From an optimization exercise on the open Yosys and OpenROAD flow, aimed at small area, a short achievable clock period and few clock cycles; shortcuts taken in it are not production practice.
Power and IR drop assume default switching activity.

Design vaddr_gen, start of the top module:
module vaddr_gen #(
  parameter int unsigned BusBytes = 8
) (
  input  logic               clk_i,
  input  logic               rst_ni,
  input  logic               req_valid_i,
  output logic               req_ready_o,
  input  vaddr_pkg::vop_e    req_op_i,
  input  vaddr_pkg::addr_t   req_addr_i,
  input  vaddr_pkg::vlen_t   req_len_i,
  input  vaddr_pkg::stride_t req_stride_i,
  input  vaddr_pkg::vew_e    req_vew_i,
  output logic               ack_o,
  output logic               ack_error_o,
  output logic               ar_valid_o,
  input  logic               ar_ready_i,
  output vaddr_pkg::addr_t   ar_addr_o,
  output logic [7:0]         ar_len_o,
  output logic [2:0]         ar_size_o,
  output logic               aw_valid_o,
  input  logic               aw_ready_i,
  output vaddr_pkg::addr_t   aw_addr_o,
  output logic [7:0]         aw_len_o,
  output logic [2:0]         aw_size_o,
  output logic               lsu_valid_o,
  input  logic               lsu_ready_i,
  output vaddr_pkg::addr_t   lsu_addr_o,
  output logic [7:0]         lsu_len_o,
  output logic [2:0]         lsu_size_o,
  output logic               lsu_is_load_o
);
  logic             w_valid_q;
  logic             w_skip_q;
  vaddr_pkg::addr_t w_a_q;
  logic [15:0]      w_r_q;
  vaddr_pkg::addr_t w_stride_q;
  logic [1:0]       w_vew_q;
  logic             w_load_q;
  logic             w_burst_q;
  logic take;
  logic in_misal;
  logic in_good;
  logic ready_q;
  assign req_ready_o = ready_q;
  assign take        = req_valid_i && !w_valid_q;
  assign in_misal = |(req_addr_i[2:0] & ((3'd1 << req_vew_i) - 3'd1));
  assign in_good  = !in_misal && (req_len_i != '0);
  logic ack_q;
  logic ack_err_q;
  ...
==> flow/config.mk <==
export PLATFORM = sky130hd
export DESIGN_NAME = vaddr_gen
export DESIGN_NICKNAME = vaddr_gen
export VERILOG_FILES = /design/flow/design.v
export SDC_FILE = /design/flow/constraint.sdc
export NUM_CORES = 4
export LEC_CHECK = 0
export CAP_MARGIN = 20
export CORE_MARGIN = 2
export CORE_UTILIZATION = 40
export SLEW_MARGIN = 20
==> flow/constraint.sdc <==
create_clock -name core_clock -period 15.0 [get_ports {clk_i}]
set_input_delay 3.0000 -clock core_clock [delete_from_list [all_inputs] [get_ports {clk_i}]]
set_output_delay 3.0000 -clock core_clock [all_outputs]
set_load 0.01 [all_outputs]
standard.sh (not shown) runs the stock make flow with config.mk's settings and CLKGATE_MAP_FILE= SYNTH_SCRIPT=/design/flow/synth_recipe.tcl, a recipe that flattens the netlist after the stock synthesis.
==> flow/flow/run.sh <==
#!/bin/bash
# The standard layout (standard.sh) with three changes to how it is made:
#  - timing repair aims at 10.5 ns of setup slack, so the achieved period is short;
#  - ports are buffered with buf_1 instead of the default delay buffer;
#  - the clock tree uses clkbuf_8 and no dummy loads.
# Everything else, the synthesis included, is the standard flow. The make output goes to
# flow_make.log; ORFS's own per-step logs stay under orfs/logs.
set -euo pipefail
bash standard.sh \
  SETUP_SLACK_MARGIN=10.5 \
  "BUFFER_PORTS_ARGS=-buffer_cell sky130_fd_sc_hd__buf_1" \
  "CTS_ARGS=-sink_clustering_enable -repair_clock_nets -buf_list sky130_fd_sc_hd__clkbuf_8 -root_buf sky130_fd_sc_hd__clkbuf_8 -dont_use_dummy_load" \
  finish > flow_make.log 2>&1
Next try:
--- a/flow/design.v
+++ b/flow/design.v
@@ -365,17 +365,16 @@
   output logic               lsu_valid_o,
   input  logic               lsu_ready_i,
   output vaddr_pkg::addr_t   lsu_addr_o,
   output logic [7:0]         lsu_len_o,
   output logic [2:0]         lsu_size_o,
   output logic               lsu_is_load_o
 );
   logic             w_valid_q;
-  logic             w_skip_q;
   vaddr_pkg::addr_t w_a_q;
   logic [15:0]      w_r_q;
   vaddr_pkg::addr_t w_stride_q;
   logic [1:0]       w_vew_q;
   logic             w_load_q;
   logic             w_burst_q;
   logic take;
   logic in_misal;
@@ -401,40 +400,23 @@
   assign ack_error_o = ack_err_q;
   logic [11:0] room_bytes;
   logic [11:0] room_elems;
   logic [15:0] step;
   logic [10:0] tail_span;
   logic [7:0]  lim;
   logic        w_last;
   logic [7:0]  len_b;
-  vaddr_pkg::addr_t stride_sum;
-  vaddr_add32 u_add (.a(w_a_q), .b(w_stride_q), .s(stride_sum));
   assign room_bytes = w_a_q[11] ? (~w_a_q[11:0] + 12'd1) : (12'h800 - {9'd0, w_a_q[2:0]});
   assign room_elems = room_bytes >> w_vew_q;
   assign step       = w_burst_q ? {4'd0, room_elems} : 16'd1;
   assign w_last     = (w_r_q <= step);
   assign lim       = w_a_q[11] ? ~w_a_q[10:3] : 8'hFF;
   assign tail_span = (w_r_q[10:0] << w_vew_q) + {8'd0, w_a_q[2:0]} - 11'd1;
   assign len_b     = w_last ? tail_span[10:3] : lim;
-  logic        in_burst;
-  logic [11:0] in_room_bytes;
-  logic [11:0] in_room_elems;
-  logic        in_last;
-  logic [10:0] in_tail_span;
-  logic [7:0]  in_lim;
-  logic [7:0]  in_len;
-  assign in_burst      = !req_op_i[1];
-  assign in_room_bytes = req_addr_i[11] ? (~req_addr_i[11:0] + 12'd1)
-                                        : (12'h800 - {9'd0, req_addr_i[2:0]});
-  assign in_room_elems = in_room_bytes >> req_vew_i;
-  assign in_last       = in_burst ? (req_len_i <= {4'd0, in_room_elems}) : (req_len_i == 16'd1);
-  assign in_lim        = req_addr_i[11] ? ~req_addr_i[10:3] : 8'hFF;
-  assign in_tail_span  = (req_len_i[10:0] << req_vew_i) + {8'd0, req_addr_i[2:0]} - 11'd1;
-  assign in_len        = !in_burst ? 8'd0 : (in_last ? in_tail_span[10:3] : in_lim);
   logic             o_valid_q;
   logic             o_done_q;    
   vaddr_pkg::addr_t o_a_q;
   logic [7:0]       o_len_q;
   logic [1:0]       o_size_q;
   logic             o_load_q;
   logic             l_valid_q;
   vaddr_pkg::addr_t l_a_q;
@@ -444,37 +426,34 @@
   logic ar_valid_q;
   logic aw_valid_q;
   logic dir_ok;
   logic ax_valid;
   logic hs;
   logic l_take;
   logic l_push;
   logic o_free;
-  logic direct;
   assign dir_ok   = !l_valid_q || (l_load_q == o_load_q);
   assign ax_valid = o_valid_q && !o_done_q && dir_ok;
   assign hs       = (ar_valid_q && ar_ready_i) || (aw_valid_q && aw_ready_i);
   assign l_take   = !l_valid_q || lsu_ready_i;
   assign l_push   = o_valid_q && (o_done_q || hs) && l_take;
   assign o_free   = !o_valid_q || l_push;
-  assign direct   = take && in_good && o_free;
   logic w_valid_n;
   logic o_valid_n;
   logic o_done_n;
   logic o_load_n;
   logic l_valid_n;
   logic l_load_n;
   logic dir_ld_n;
   logic dir_st_n;
-  assign w_valid_n = !w_valid_q ? (take && in_good && !(o_free && in_last))
-                               : (w_skip_q || !(o_free && w_last));
-  assign o_valid_n = o_free ? (w_valid_q ? !w_skip_q : direct) : o_valid_q;
+  assign w_valid_n = !w_valid_q ? (take && in_good) : !(o_free && w_last);
+  assign o_valid_n = o_free ? w_valid_q : o_valid_q;
   assign o_done_n  = !o_free && (o_done_q || hs);
-  assign o_load_n  = o_free ? (w_valid_q ? w_load_q : !req_op_i[0]) : o_load_q;
+  assign o_load_n  = o_free ? w_load_q : o_load_q;
   assign l_valid_n = l_take ? l_push : l_valid_q;
   assign l_load_n  = l_push ? o_load_q : l_load_q;
   assign dir_ld_n  = !l_valid_n || l_load_n;
   assign dir_st_n  = !l_valid_n || !l_load_n;
   assign ar_valid_o = ar_valid_q;
   assign ar_addr_o  = o_a_q;
   assign ar_len_o   = o_len_q;
   assign ar_size_o  = {1'b0, o_size_q};
@@ -514,39 +493,30 @@
   always_ff @(posedge clk_i) begin
     if (!w_valid_q) begin
       w_a_q      <= req_addr_i;
       w_r_q      <= req_len_i;
       w_stride_q <= req_stride_i;
       w_vew_q    <= req_vew_i;
       w_load_q   <= !req_op_i[0];
       w_burst_q  <= !req_op_i[1];
-      w_skip_q   <= o_free;
-    end else if (w_skip_q || o_free) begin
-      w_skip_q <= 1'b0;
+    end else if (o_free) begin
       w_r_q <= w_r_q - step;
       if (w_burst_q) begin
         w_a_q <= w_a_q[11] ? {w_a_q[31:12] + 20'd1, 12'd0}
                            : {w_a_q[31:12], 1'b1, w_a_q[10:3], 3'd0};
       end else begin
-        w_a_q <= stride_sum;
+        w_a_q <= w_a_q + w_stride_q;
       end
     end
     if (o_free) begin
-      if (w_valid_q) begin
-        o_a_q    <= w_a_q;
-        o_len_q  <= w_burst_q ? len_b : 8'd0;
-        o_size_q <= w_burst_q ? 2'd3 : w_vew_q;
-        o_load_q <= w_load_q;
-      end else begin
-        o_a_q    <= req_addr_i;
-        o_len_q  <= in_len;
-        o_size_q <= in_burst ? 2'd3 : req_vew_i;
-        o_load_q <= !req_op_i[0];
-      end
+      o_a_q    <= w_a_q;
+      o_len_q  <= w_burst_q ? len_b : 8'd0;
+      o_size_q <= w_burst_q ? 2'd3 : w_vew_q;
+      o_load_q <= w_load_q;
     end
     if (l_push) begin
       l_a_q    <= o_a_q;
       l_len_q  <= o_len_q;
       l_size_q <= o_size_q;
       l_load_q <= o_load_q;
     end
   end
Design area went down by 13%.
First-iteration DRC count falls by 5.0%.
Worst hold slack barely changes.
Synthesized area decreases by 12%.
Sequential cell count falls by 1.
Wire length went down by 11%.
Sequential power drops by about 5%.
Via count shrinks by 10%.
Cell count decreases by 13%.
Worst setup slack improved by 1400 ps.
Global-route usage fell by 0.19 points.
Die area decreases by 11%.
Count of clock-buffer cells in the layout is unchanged.
Clock skew increases by 7.0 ps.
Function was not checked in any run of this note: the RTL went through the layout flow alone.

-- separate check: timing with driven ports --
The flow's constraints put no driver on any port. The routed layouts listed below were extracted and timed again, unchanged, in two steps.
Step 1 (the two cells are an assumption about what drives the block):
set clk [get_ports {clk_i}]
set_driving_cell -lib_cell sky130_fd_sc_hd__clkbuf_16 $clk
set_driving_cell -lib_cell sky130_fd_sc_hd__buf_2 [delete_from_list [all_inputs] $clk]
Step 2 times the ports against the registers' clock, not the clock port: input delays grow and output delays shrink by t, the midpoint of the rising clock arrivals with the driver on.
Three values: no drivers, after step 1, after step 2; two values: the first two.
| run | t, ns | setup WS [ns] | worst setup path after step 2 |
|---|---|---|---|
| the first run | 0.497 | 9.128 / 9.132 / 8.635 | input to register |
| the second run | 0.488 | 10.519 / 10.541 / 10.054 | input to register |
After both steps every run listed still meets setup and hold. The setup slack of the first run, which loses most, moves by +0.004 ns with the drivers and by -0.493 ns with both steps.
